Source: an optimization exercise on an open RTL-to-GDS flow (aim: small area, a short achievable clock period and few clock cycles per item). Production flows keep margins and buffers that such runs may drop. In this exercise RTL edits were held to simulation tests only and were not proved equivalent to the original. No activity file was given, so power comes from the tool's default toggle rates.

$ cat config.mk
export PLATFORM = sky130hd
export DESIGN_NAME = damped_sine_bank_synth
export DESIGN_NICKNAME = damped_sine_bank_synth
export VERILOG_FILES = /design/flow/design.v
export SDC_FILE = /design/flow/constraint.sdc
export NUM_CORES = 4
export LEC_CHECK = 0
export CAP_MARGIN = 20
export CORE_MARGIN = 2
export CORE_UTILIZATION = 30
export SLEW_MARGIN = 20
export SYNTH_MEMORY_MAX_BITS = 32768
$ cat constraint.sdc
create_clock -name core_clock -period 14.0 [get_ports {aclk}]
set_input_delay 2.8000 -clock core_clock [delete_from_list [all_inputs] [get_ports {aclk}]]
set_output_delay 2.8000 -clock core_clock [all_outputs]
set_load 0.01 [all_outputs]
$ cat design.v
package dsbs_pkg;
    localparam int LANES  = 5;                    
    localparam int GROUPS = 3;                    
    localparam logic [15:0] UNITY = 16'h8000;
endpackage
module dsbs_sine_rom (
    input  logic [9:0]  addr,
    output logic [14:0] mag,
    output logic        neg
);
    logic [8:0] qidx;
    assign qidx = addr[8] ? (9'd256 - {1'b0, addr[7:0]}) : {1'b0, addr[7:0]};
    assign neg  = addr[9];
    always_comb begin
        unique case (qidx)
            9'd0: mag = 15'd0;
            9'd1: mag = 15'd201;
            9'd2: mag = 15'd402;
            9'd3: mag = 15'd603;
            9'd4: mag = 15'd804;
            9'd5: mag = 15'd1005;
            9'd6: mag = 15'd1206;
            9'd7: mag = 15'd1407;
            9'd8: mag = 15'd1608;
            9'd9: mag = 15'd1809;
            9'd10: mag = 15'd2009;
            9'd11: mag = 15'd2210;
            9'd12: mag = 15'd2411;
            9'd13: mag = 15'd2611;
            9'd14: mag = 15'd2811;
            9'd15: mag = 15'd3012;
            9'd16: mag = 15'd3212;
            9'd17: mag = 15'd3412;
            9'd18: mag = 15'd3612;
            9'd19: mag = 15'd3812;
            9'd20: mag = 15'd4011;
            9'd21: mag = 15'd4211;
            9'd22: mag = 15'd4410;
            9'd23: mag = 15'd4609;
            9'd24: mag = 15'd4808;
            9'd25: mag = 15'd5007;
            9'd26: mag = 15'd5205;
            9'd27: mag = 15'd5404;
            9'd28: mag = 15'd5602;
            9'd29: mag = 15'd5800;
            9'd30: mag = 15'd5998;
            9'd31: mag = 15'd6195;
            9'd32: mag = 15'd6393;
            9'd33: mag = 15'd6590;
            9'd34: mag = 15'd6787;
            9'd35: mag = 15'd6983;
            9'd36: mag = 15'd7180;
            9'd37: mag = 15'd7376;
            9'd38: mag = 15'd7571;
            9'd39: mag = 15'd7767;
            9'd40: mag = 15'd7962;
            9'd41: mag = 15'd8157;
            9'd42: mag = 15'd8351;
            9'd43: mag = 15'd8546;
            9'd44: mag = 15'd8740;
            9'd45: mag = 15'd8933;
            9'd46: mag = 15'd9127;
            9'd47: mag = 15'd9319;
            9'd48: mag = 15'd9512;
            9'd49: mag = 15'd9704;
            9'd50: mag = 15'd9896;
            9'd51: mag = 15'd10088;
            9'd52: mag = 15'd10279;
            9'd53: mag = 15'd10469;
            9'd54: mag = 15'd10660;
            9'd55: mag = 15'd10850;
            9'd56: mag = 15'd11039;
            9'd57: mag = 15'd11228;
            9'd58: mag = 15'd11417;
            9'd59: mag = 15'd11605;
            9'd60: mag = 15'd11793;
            9'd61: mag = 15'd11980;
            9'd62: mag = 15'd12167;
            9'd63: mag = 15'd12354;
            9'd64: mag = 15'd12540;
            9'd65: mag = 15'd12725;
            9'd66: mag = 15'd12910;
            9'd67: mag = 15'd13095;
            9'd68: mag = 15'd13279;
            9'd69: mag = 15'd13463;
            9'd70: mag = 15'd13646;
            9'd71: mag = 15'd13828;
            9'd72: mag = 15'd14010;
            9'd73: mag = 15'd14192;
            9'd74: mag = 15'd14373;
            9'd75: mag = 15'd14553;
            9'd76: mag = 15'd14733;
            9'd77: mag = 15'd14912;
            9'd78: mag = 15'd15091;
            9'd79: mag = 15'd15269;
            9'd80: mag = 15'd15447;
            9'd81: mag = 15'd15624;
            9'd82: mag = 15'd15800;
            9'd83: mag = 15'd15976;
            9'd84: mag = 15'd16151;
            9'd85: mag = 15'd16326;
            9'd86: mag = 15'd16500;
            9'd87: mag = 15'd16673;
            9'd88: mag = 15'd16846;
            9'd89: mag = 15'd17018;
            9'd90: mag = 15'd17190;
            9'd91: mag = 15'd17361;
            9'd92: mag = 15'd17531;
            9'd93: mag = 15'd17700;
            9'd94: mag = 15'd17869;
            9'd95: mag = 15'd18037;
            9'd96: mag = 15'd18205;
            9'd97: mag = 15'd18372;
            9'd98: mag = 15'd18538;
            9'd99: mag = 15'd18703;
            9'd100: mag = 15'd18868;
            9'd101: mag = 15'd19032;
            9'd102: mag = 15'd19195;
            9'd103: mag = 15'd19358;
            9'd104: mag = 15'd19520;
            9'd105: mag = 15'd19681;
            9'd106: mag = 15'd19841;
            9'd107: mag = 15'd20001;
            9'd108: mag = 15'd20160;
            9'd109: mag = 15'd20318;
            9'd110: mag = 15'd20475;
            9'd111: mag = 15'd20632;
            9'd112: mag = 15'd20788;
            9'd113: mag = 15'd20943;
            9'd114: mag = 15'd21097;
            9'd115: mag = 15'd21251;
            9'd116: mag = 15'd21403;
            9'd117: mag = 15'd21555;
            9'd118: mag = 15'd21706;
            9'd119: mag = 15'd21856;
            9'd120: mag = 15'd22006;
            9'd121: mag = 15'd22154;
            9'd122: mag = 15'd22302;
            9'd123: mag = 15'd22449;
            9'd124: mag = 15'd22595;
            9'd125: mag = 15'd22740;
            9'd126: mag = 15'd22884;
            9'd127: mag = 15'd23028;
            9'd128: mag = 15'd23170;
            9'd129: mag = 15'd23312;
            9'd130: mag = 15'd23453;
            9'd131: mag = 15'd23593;
            9'd132: mag = 15'd23732;
            9'd133: mag = 15'd23870;
            9'd134: mag = 15'd24008;
            9'd135: mag = 15'd24144;
            9'd136: mag = 15'd24279;
            9'd137: mag = 15'd24414;
            9'd138: mag = 15'd24548;
            9'd139: mag = 15'd24680;
            9'd140: mag = 15'd24812;
            9'd141: mag = 15'd24943;
            9'd142: mag = 15'd25073;
            9'd143: mag = 15'd25202;
            9'd144: mag = 15'd25330;
            9'd145: mag = 15'd25457;
            9'd146: mag = 15'd25583;
            9'd147: mag = 15'd25708;
            9'd148: mag = 15'd25833;
            9'd149: mag = 15'd25956;
            9'd150: mag = 15'd26078;
            9'd151: mag = 15'd26199;
            9'd152: mag = 15'd26320;
            9'd153: mag = 15'd26439;
            9'd154: mag = 15'd26557;
            9'd155: mag = 15'd26674;
            9'd156: mag = 15'd26791;
            9'd157: mag = 15'd26906;
            9'd158: mag = 15'd27020;
            9'd159: mag = 15'd27133;
            9'd160: mag = 15'd27246;
            9'd161: mag = 15'd27357;
            9'd162: mag = 15'd27467;
            9'd163: mag = 15'd27576;
            9'd164: mag = 15'd27684;
            9'd165: mag = 15'd27791;
            9'd166: mag = 15'd27897;
            9'd167: mag = 15'd28002;
            9'd168: mag = 15'd28106;
            9'd169: mag = 15'd28209;
            9'd170: mag = 15'd28311;
            9'd171: mag = 15'd28411;
            9'd172: mag = 15'd28511;
            9'd173: mag = 15'd28610;
            9'd174: mag = 15'd28707;
            9'd175: mag = 15'd28803;
            9'd176: mag = 15'd28899;
            9'd177: mag = 15'd28993;
            9'd178: mag = 15'd29086;
            9'd179: mag = 15'd29178;
            9'd180: mag = 15'd29269;
            9'd181: mag = 15'd29359;
            9'd182: mag = 15'd29448;
            9'd183: mag = 15'd29535;
            9'd184: mag = 15'd29622;
            9'd185: mag = 15'd29707;
            9'd186: mag = 15'd29792;
            9'd187: mag = 15'd29875;
            9'd188: mag = 15'd29957;
            9'd189: mag = 15'd30038;
            9'd190: mag = 15'd30118;
            9'd191: mag = 15'd30196;
            9'd192: mag = 15'd30274;
            9'd193: mag = 15'd30350;
            9'd194: mag = 15'd30425;
            9'd195: mag = 15'd30499;
            9'd196: mag = 15'd30572;
            9'd197: mag = 15'd30644;
            9'd198: mag = 15'd30715;
            9'd199: mag = 15'd30784;
            9'd200: mag = 15'd30853;
            9'd201: mag = 15'd30920;
            9'd202: mag = 15'd30986;
            9'd203: mag = 15'd31050;
            9'd204: mag = 15'd31114;
            9'd205: mag = 15'd31177;
            9'd206: mag = 15'd31238;
            9'd207: mag = 15'd31298;
            9'd208: mag = 15'd31357;
            9'd209: mag = 15'd31415;
            9'd210: mag = 15'd31471;
            9'd211: mag = 15'd31527;
            9'd212: mag = 15'd31581;
            9'd213: mag = 15'd31634;
            9'd214: mag = 15'd31686;
            9'd215: mag = 15'd31737;
            9'd216: mag = 15'd31786;
            9'd217: mag = 15'd31834;
            9'd218: mag = 15'd31881;
            9'd219: mag = 15'd31927;
            9'd220: mag = 15'd31972;
            9'd221: mag = 15'd32015;
            9'd222: mag = 15'd32058;
            9'd223: mag = 15'd32099;
            9'd224: mag = 15'd32138;
            9'd225: mag = 15'd32177;
            9'd226: mag = 15'd32214;
            9'd227: mag = 15'd32251;
            9'd228: mag = 15'd32286;
            9'd229: mag = 15'd32319;
            9'd230: mag = 15'd32352;
            9'd231: mag = 15'd32383;
            9'd232: mag = 15'd32413;
            9'd233: mag = 15'd32442;
            9'd234: mag = 15'd32470;
            9'd235: mag = 15'd32496;
            9'd236: mag = 15'd32522;
            9'd237: mag = 15'd32546;
            9'd238: mag = 15'd32568;
            9'd239: mag = 15'd32590;
            9'd240: mag = 15'd32610;
            9'd241: mag = 15'd32629;
            9'd242: mag = 15'd32647;
            9'd243: mag = 15'd32664;
            9'd244: mag = 15'd32679;
            9'd245: mag = 15'd32693;
            9'd246: mag = 15'd32706;
            9'd247: mag = 15'd32718;
            9'd248: mag = 15'd32729;
            9'd249: mag = 15'd32738;
            9'd250: mag = 15'd32746;
            9'd251: mag = 15'd32753;
            9'd252: mag = 15'd32758;
            9'd253: mag = 15'd32762;
            9'd254: mag = 15'd32766;
            9'd255: mag = 15'd32767;
            9'd256: mag = 15'd32767;
            default: mag = 15'd0;
        endcase
    end
endmodule
module dsbs_decay_mul (
    input  logic [15:0] level,
    input  logic [15:0] decay,
    output logic [15:0] new_level
);
    logic [29:0] p;
    assign p = level[14:0] * decay[14:0];
    always_comb begin
        if (decay[15])      new_level = level;
        else if (level[15]) new_level = decay;
        else                new_level = {1'b0, p[29:15]};
    end
endmodule
module dsbs_sine_mul (
    input  logic [14:0] mag,
    input  logic [15:0] level,
    output logic [29:0] prod
);
    logic [29:0] p;
    assign p = mag * level[14:0];
    assign prod = level[15] ? {mag, 15'd0} : p;
endmodule
module dsbs_bank (
    input  logic        advance,      
    input  logic        load,         
    input  logic [23:0] load_step,
    input  logic [15:0] load_level,   
    input  logic [15:0] load_decay,   
    input  logic [79:0] rd,           
    output logic [79:0] wr
);
    logic [23:0] phase, step;
    logic [15:0] level, decay, new_level;
    assign {phase, step, level, decay} = rd;
    dsbs_decay_mul u_dmul (.level(level), .decay(decay), .new_level(new_level));
    always_comb begin
        if (load)         wr = {24'd0, load_step, load_level, load_decay};
        else if (advance) wr = {phase + step, step, new_level, decay};
        else              wr = rd;
    end
endmodule
module damped_sine_bank_synth (
    input  logic        aclk,
    input  logic        aresetn,
    input  logic        cfg_we,
    input  logic [3:0]  cfg_wdata,
    input  logic        s_tvalid,
    output logic        s_tready,
    input  logic [63:0] s_tdata,
    input  logic [0:0]  s_tuser,
    output logic        m_tvalid,
    input  logic        m_tready,
    output logic [23:0] m_tdata
);
    localparam int K = dsbs_pkg::LANES;
    logic [3:0]  active_reg;
    logic [1:0]  cur;             
    logic        ib_v;
    logic        ib_tick;
    logic [3:0]  ib_slot;
    logic [23:0] ib_step;
    logic [15:0] ib_level;
    logic [15:0] ib_decay;
    logic        win_act;         
    logic [1:0]  win_pos;
    logic [1:0]  outstanding;     
    logic [79:0] r0 [K];
    logic [79:0] r1 [K];
    logic [79:0] r2 [K];
    logic [79:0] wb [K];
    logic        start;
    logic        pass_v;
    logic [1:0]  pos;
    logic [3:0]  base;            
    logic [K-1:0] ld_hit;
    logic        ld_take;
    logic        ib_take;
    logic [K-1:0] act;
    logic [15:0] sat_level;
    logic [15:0] sat_decay;
    assign start   = ib_v && ib_tick && !win_act && (outstanding != 2'd2);
    assign pass_v  = win_act || start;
    assign pos     = start ? 2'd0 : win_pos;
    assign base    = (cur == 2'd0) ? 4'd0 : ((cur == 2'd1) ? 4'd5 : 4'd10);
    always_comb begin
        for (int j = 0; j < K; j++) begin
            ld_hit[j] = ib_v && !ib_tick && (ib_slot == base + 4'(j));
            act[j]    = pass_v && ((base + 4'(j)) < active_reg);
        end
    end
    assign ld_take  = ib_v && !ib_tick && ((|ld_hit) || (ib_slot == 4'd15));
    assign ib_take  = start || ld_take;
    assign s_tready = !ib_v || ib_take;
    assign sat_level = (ib_level > dsbs_pkg::UNITY) ? dsbs_pkg::UNITY : ib_level;
    assign sat_decay = (ib_decay > dsbs_pkg::UNITY) ? dsbs_pkg::UNITY : ib_decay;
    logic [14:0] mag  [K];
    logic        sneg [K];
    logic [14:0] p1_mag   [K];
    logic        p1_neg   [K];
    logic [15:0] p1_level [K];
    logic [29:0] prod     [K];
    logic [29:0] p2_prod  [K];
    logic        p2_neg   [K];
    for (genvar j = 0; j < K; j++) begin : g_lane
        dsbs_bank u_lane (
            .advance    (act[j]),
            .load       (ld_hit[j]),
            .load_step  (ib_step),
            .load_level (sat_level),
            .load_decay (sat_decay),
            .rd         (r0[j]),
            .wr         (wb[j])
        );
        dsbs_sine_rom u_rom (
            .addr (r0[j][79:70]),
            .mag  (mag[j]),
            .neg  (sneg[j])
        );
        dsbs_sine_mul u_smul (
            .mag   (p1_mag[j]),
            .level (p1_level[j]),
            .prod  (prod[j])
        );
        always_ff @(posedge aclk) begin
            r0[j] <= r1[j];
            r1[j] <= r2[j];
            r2[j] <= wb[j];
            p1_mag[j]   <= act[j] ? mag[j] : 15'd0;
            p1_neg[j]   <= act[j] && sneg[j];
            p1_level[j] <= r0[j][31:16];
            p2_prod[j]  <= prod[j];
            p2_neg[j]   <= p1_neg[j];
        end
    end
    logic p1_v, p1_first, p1_last;
    logic p2_v, p2_first, p2_last;
    logic signed [34:0] acc;
    logic signed [34:0] acc_next;
    always_comb begin
        acc_next = p2_first ? 35'sd16384 : acc;
        for (int j = 0; j < K; j++) begin
            acc_next = acc_next + (({35{p2_neg[j]}} ^ {5'd0, p2_prod[j]}) + 35'(p2_neg[j]));
        end
    end
    logic        hv, tv;
    logic [19:0] hd, td;
    logic        pop, push;
    logic [19:0] sample;
    assign pop    = hv && m_tready;
    assign push   = p2_v && p2_last;
    assign sample = acc_next[34:15];
    always_ff @(posedge aclk) begin
        if (!aresetn) begin
            active_reg  <= 4'd1;
            cur         <= 2'd0;
            ib_v        <= 1'b0;
            win_act     <= 1'b0;
            win_pos     <= 2'd0;
            outstanding <= 2'd0;
            p1_v        <= 1'b0;
            p2_v        <= 1'b0;
            hv          <= 1'b0;
            tv          <= 1'b0;
        end else begin
            if (cfg_we) active_reg <= cfg_wdata;
            cur <= (cur == 2'd2) ? 2'd0 : cur + 2'd1;
            if (s_tvalid && s_tready) ib_v <= 1'b1;
            else if (ib_take)         ib_v <= 1'b0;
            win_act <= pass_v && (pos != 2'd2);
            win_pos <= pos + 2'd1;
            outstanding <= outstanding + 2'(start) - 2'(pop);
            p1_v <= pass_v;
            p2_v <= p1_v;
            if (pop) begin
                hv <= tv || push;
                tv <= tv && push;
            end else begin
                hv <= hv || push;
                tv <= tv || (hv && push);
            end
        end
    end
    always_ff @(posedge aclk) begin
        if (s_tvalid && s_tready) begin
            ib_tick  <= s_tuser[0];
            ib_slot  <= s_tdata[3:0];
            ib_step  <= s_tdata[27:4];
            ib_level <= s_tdata[43:28];
            ib_decay <= s_tdata[59:44];
        end
        p1_first <= (pos == 2'd0);
        p1_last  <= (pos == 2'd2);
        p2_first <= p1_first;
        p2_last  <= p1_last;
        if (p2_v) acc <= acc_next;
        if (pop) begin
            hd <= tv ? td : sample;
            if (tv && push) td <= sample;
        end else begin
            if (!hv) hd <= sample;
            else if (push) td <= sample;
        end
    end
    assign m_tvalid = hv;
    assign m_tdata  = {4'd0, hd};
endmodule
$ cat run.sh
#!/bin/bash
# synth_recipe.tcl (not shown) runs the flow's synth.tcl, then flattens the netlist and writes it again
# the make line also repeats each setting of config.mk as NAME=value (left out here)
make -C /OpenROAD-flow-scripts/flow DESIGN_CONFIG=/design/flow/config.mk WORK_HOME=/design/flow/orfs CLKGATE_MAP_FILE= SYNTH_SCRIPT=/design/flow/synth_recipe.tcl finish
==> impl_metrics.yaml <==
status:
  status: "timing/DRC/antenna clean"
grt:
  grt_pass1_wl_um: 705000
  first_global_vias: 118000
  gr-total-overflow: 0
  grt_max_degree: 92
  grtUsageTotal_pct: 17.9
  antenna_found_initial: 48
final_layout:
  multi_input_area_um2: 102000
  design_area_um2: 162000
  drive_gt1_share_pct: 4.45
  layoutNonFillerInstCount: 22900
  area_growth_pct: 9.23
  top_regs: "r0: 400 flops, r1: 400 flops, r2: 400 flops"
  nNetsFinal: 19400
  seq_area_um2: 34800
  post-route-util_pct: 32.8
  fillers: 51100
worst_setup_path:
  rr_worst_depth: 20
  start_kind: "register"
  worstPathMaxFanout: 15
  r2r-start: "p1_level[1][4]$_DFF_P_"
  reg2reg_to: "p2_prod[1][29]$_DFF_P_"
  cp.arrival_ns: 8.04
  crit_path_end_kind: "register"
  reg2reg_slack_ns: 6.68
  criticalPathCategory: "reg2reg"
  critical_path_required_ns: 14.71
drt:
  route.met3.wl_um: 36300
  routed_wl_um: 454000
  postRouteAntennaNets: 0
  drt-pass1-iter-count: 7
  vias_per_cell: 5.12
  wl_met1_um: 201000
  drc: 0
  detail_route.iter0.violations: 10400
  top_layer: "met5"
  wl_met2_um: 200000
  vias: 117000
  post_drt_wl_per_cell_um: 19.8
floorplanning:
  core_area_um2: 493000
  io_pins: 100
  die_x_um: 707
  dieArea_um2: 499000
  start_util_pct: 30.1
  rows: 258
  die_y_um: 707
placed_design:
  dpl-instance-area_um2: 156000
  portBuffers: 91
  dpl.cell_count: 22600
  hpwl_um: 335000
  gp_congestion: 0.966
cts:
  cts-root-buf: "clkbuf_16"
  clk_pin_slew_ns: 0.07
  clockBufferDepth: 4
  cts_tree: "built"
  insertion_delay_ns: 0.89
  h-tree-depth: 4
  cts_buffers: 174
  cts_setup_buffers: 0
  ctsResizeCount: 0
  hold_buffers: 0
  cts.sinks: 1671
sta:
  max_freq_ghz: 0.137
  fin_crit_ns: 7.32
  period_share_pct: 52.3
  finClkSkew_ns: 0.0936
  setup_viol: 0
  fin_tns_setup_ns: 0
  hold_viol: 0
  slew_violations: 0
  tightest_slew_ns: 1.28
  relSlewSlack_pct: 14.3
  rsz0062_at_grt: "no"
synth:
  synth-seq-cells: 1671
  ys.flop_type: "dfxtp_1"
  syn_area_um2: 148000
  yosysSeqAreaShare_pct: 23.5
  async_reset_ff_share_pct: 0
  yosys_warnings: 24
  netlist_instances: 16700
  synth_edf_count: 136
  syn_avg_cell_area_um2: 8.86
  ys_types: 107
power:
  finalPower_mw: 32.7
  pwr-share-clk_pct: 14.8
  internal_power_mw: 16.2
  p_seq_share_pct: 25.5
  p_sw_mw: 16.5
  power_leakage_nw: 73.7
  powerDensity_nw_per_um2: 202
  ir_worst_vdd_mv: 0.193
  netSwitchingFraction_pct: 50.5
  power_frac_comb_pct: 59.7
min_path:
  hold_depth: 0
  hold_end: "r0[1][22]$_DFF_P_"
  hp-start: "r1[1][22]$_DFF_P_"
  hold_class: "reg2reg"
flow_run:
  maxCapViolCount: 0
[power by group through the flow]
stage | clock network [mW] | logic (mW) | registers, mW
after floorplan | 0 | 13.9 | 7.06
after CTS | 4.95 | 19.2 | 8.32
after detailed placement | 0 | 19.1 | 8.42
after global placement | 0 | 19.0 | 8.38
after global routing | 5.13 | 21.5 | 8.51
final | 4.84 | 19.5 | 8.34
[through the flow]
step / worst slack [ns] / hold slack [ns]
2_1_floorplan: 7.56 / 0.310
3_3_place_gp: 6.69 / 0.309
4_1_cts: 6.69 / 0.257
5_1_grt: 6.25 / 0.271
3_5_place_dp: 6.72 / 0.312
6_report: 6.68 / 0.273
[Yosys cell counts (59+ instances only)]
| library cell | number | share of area, % |
|---|---|---|
| o311ai_0 | 81 | 0.48 |
| fa_1 | 1805 | 24 |
| nor3_1 | 225 | 0.76 |
| nor2b_1 | 100 | 0.42 |
| o22ai_1 | 71 | 0.30 |
| a21o_1 | 156 | 0.79 |
| dfxtp_1 | 1535 | 21 |
| nand3_1 | 246 | 0.83 |
| nor2_1 | 674 | 1.7 |
| a221oi_1 | 68 | 0.40 |
| inv_1 | 2217 | 5.6 |
| xor2_1 | 203 | 1.2 |
| a311oi_1 | 94 | 0.56 |
| nand2b_1 | 86 | 0.36 |
| xnor2_1 | 307 | 1.8 |
| ha_1 | 1196 | 10 |
| clkbuf_1 | 685 | 1.7 |
| nand2_1 | 2424 | 6.1 |
| and2_1 | 1217 | 5.1 |
| a211oi_1 | 183 | 0.93 |
| edfxtp_1 | 136 | 2.8 |
| a21oi_1 | 727 | 2.5 |
| o211ai_1 | 213 | 1.1 |
| buf_1 | 102 | 0.26 |
| o21a_1 | 59 | 0.30 |
| buf_2 | 161 | 0.54 |
| o21ai_0 | 718 | 2.4 |
| a31oi_1 | 159 | 0.67 |
[area by class of cell]
type,instances,share of cell area (%)
inverters,2230,5.17
repair buffers,340,1.74
clock buffers,228,3.07
diodes,10,0.0155
well taps,6500,5.03
flip-flops and latches,1671,21.5
multi-input cells,11900,62.8
clock inverters,88,0.652
[layer usage]
layer	GRT usage, %	up-vias
li1	-	53700
met5	0	-
met3	3.00	872
met1	24.8	58300
met4	6.11	10
met2	28.2	4592
[kinds of logic (layout without fill, tap and decap cells)]
family	after synthesis	after routing	share of synthesized area [%]
other	1	14	0.00253
xor gates and xnor gates	516	516	3.08
DFF	1671	1671	23.5
buffers and inverters	3190	2886	8.25
adders and majority gates	3001	3001	34.5
muxes	83	83	0.750
AOI/OAI and AO/OA	3025	3025	13.3
and+or+nand+nor	5239	5239	16.6
[how the worst max path moves through the flow]
stage | endpoint | slack [ns] | from | cells past startpoint
CTS | r2[2][30]$_DFF_P_ | 6.69 | r0[2][0]$_DFF_P_ | 24
finish | p2_prod[1][29]$_DFF_P_ | 6.68 | p1_level[1][4]$_DFF_P_ | 20
global placement | r2[2][30]$_DFF_P_ | 6.69 | r0[2][0]$_DFF_P_ | 24
detailed placement | r2[2][30]$_DFF_P_ | 6.72 | r0[2][0]$_DFF_P_ | 24
global route | r2[2][30]$_DFF_P_ | 6.25 | r0[2][0]$_DFF_P_ | 24
floorplan | r2[3][27]$_DFF_P_ | 7.56 | r0[3][0]$_DFF_P_ | 25
[critical path, cell delays in order (launching register included)]
cell	delay, ns
dfxtp_1	0.99
nand2_1	0.18
fa_1	0.56
inv_1	0.05
fa_1	0.47
fa_1	0.50
fa_1	0.51
fa_1	0.51
inv_1	0.06
fa_1	0.47
inv_1	0.04
ha_1	0.38
nand4_1	0.17
a221oi_1	0.49
o211ai_1	0.20
o311ai_0	0.58
nand3_1	0.21
a31oi_1	0.23
a21oi_1	0.10
xnor2_1	0.13
mux2_2	0.26
[layout by cell type (no fill, tap or decap), types with 35 or more instances in the layout]
| cell type | n |
|---|---|
| nor2_1 | 671 |
| mux2i_1 | 35 |
| o311ai_0 | 81 |
| o21bai_1 | 41 |
| and3_1 | 46 |
| clkbuf_16 | 179 |
| o22ai_1 | 71 |
| o21ai_0 | 718 |
| a211o_1 | 36 |
| and2_1 | 1215 |
| nor3_1 | 224 |
| nand2_1 | 2418 |
| edfxtp_1 | 136 |
| a21oi_1 | 727 |
| clkdlybuf4s50_1 | 91 |
| buf_4 | 246 |
| o21a_1 | 59 |
| xnor2_1 | 289 |
| o211ai_1 | 213 |
| nor2b_1 | 99 |
| o221ai_1 | 47 |
| a31oi_1 | 159 |
| o31ai_1 | 50 |
| ha_1 | 1196 |
| nand2b_1 | 86 |
| nand3_1 | 242 |
| a21o_1 | 156 |
| a211oi_1 | 181 |
| xor2_1 | 195 |
| fa_1 | 1805 |
| a311oi_1 | 94 |
| or3_1 | 43 |
| nand4_1 | 42 |
| a221oi_1 | 68 |
| inv_1 | 2214 |
| dfxtp_1 | 1525 |
Testbench counts, summed over its fixed seeds: cycles 7,365, items 2,312.

-- afterwards: timing with drivers on the ports --
How much do the figures lean on ideal ports? The routed layout below was timed once more, with nothing changed but the port constraints. Step 1 assumes that a clkbuf_16 drives the clock port and a buf_2 every other input. Step 2 adds t to the input delays and takes it off the output delays; t is the mean of the earliest and latest rising clock arrival at the registers after step 1. Input paths then give back, and output paths get back, about the clock's delay inside the block. a / b / c = no drivers / after step 1 / after step 2; a / b = the first two.
shift t [ns]: 0.967
setup WS [ns]: 6.679 / 6.679 / 6.679
worst register clock-pin slew, ns: 0.07 / 0.07
After both steps this run still meets setup and hold. For this run, drivers alone change the setup slack by 0.000 ns; drivers and shift together by 0.000 ns.
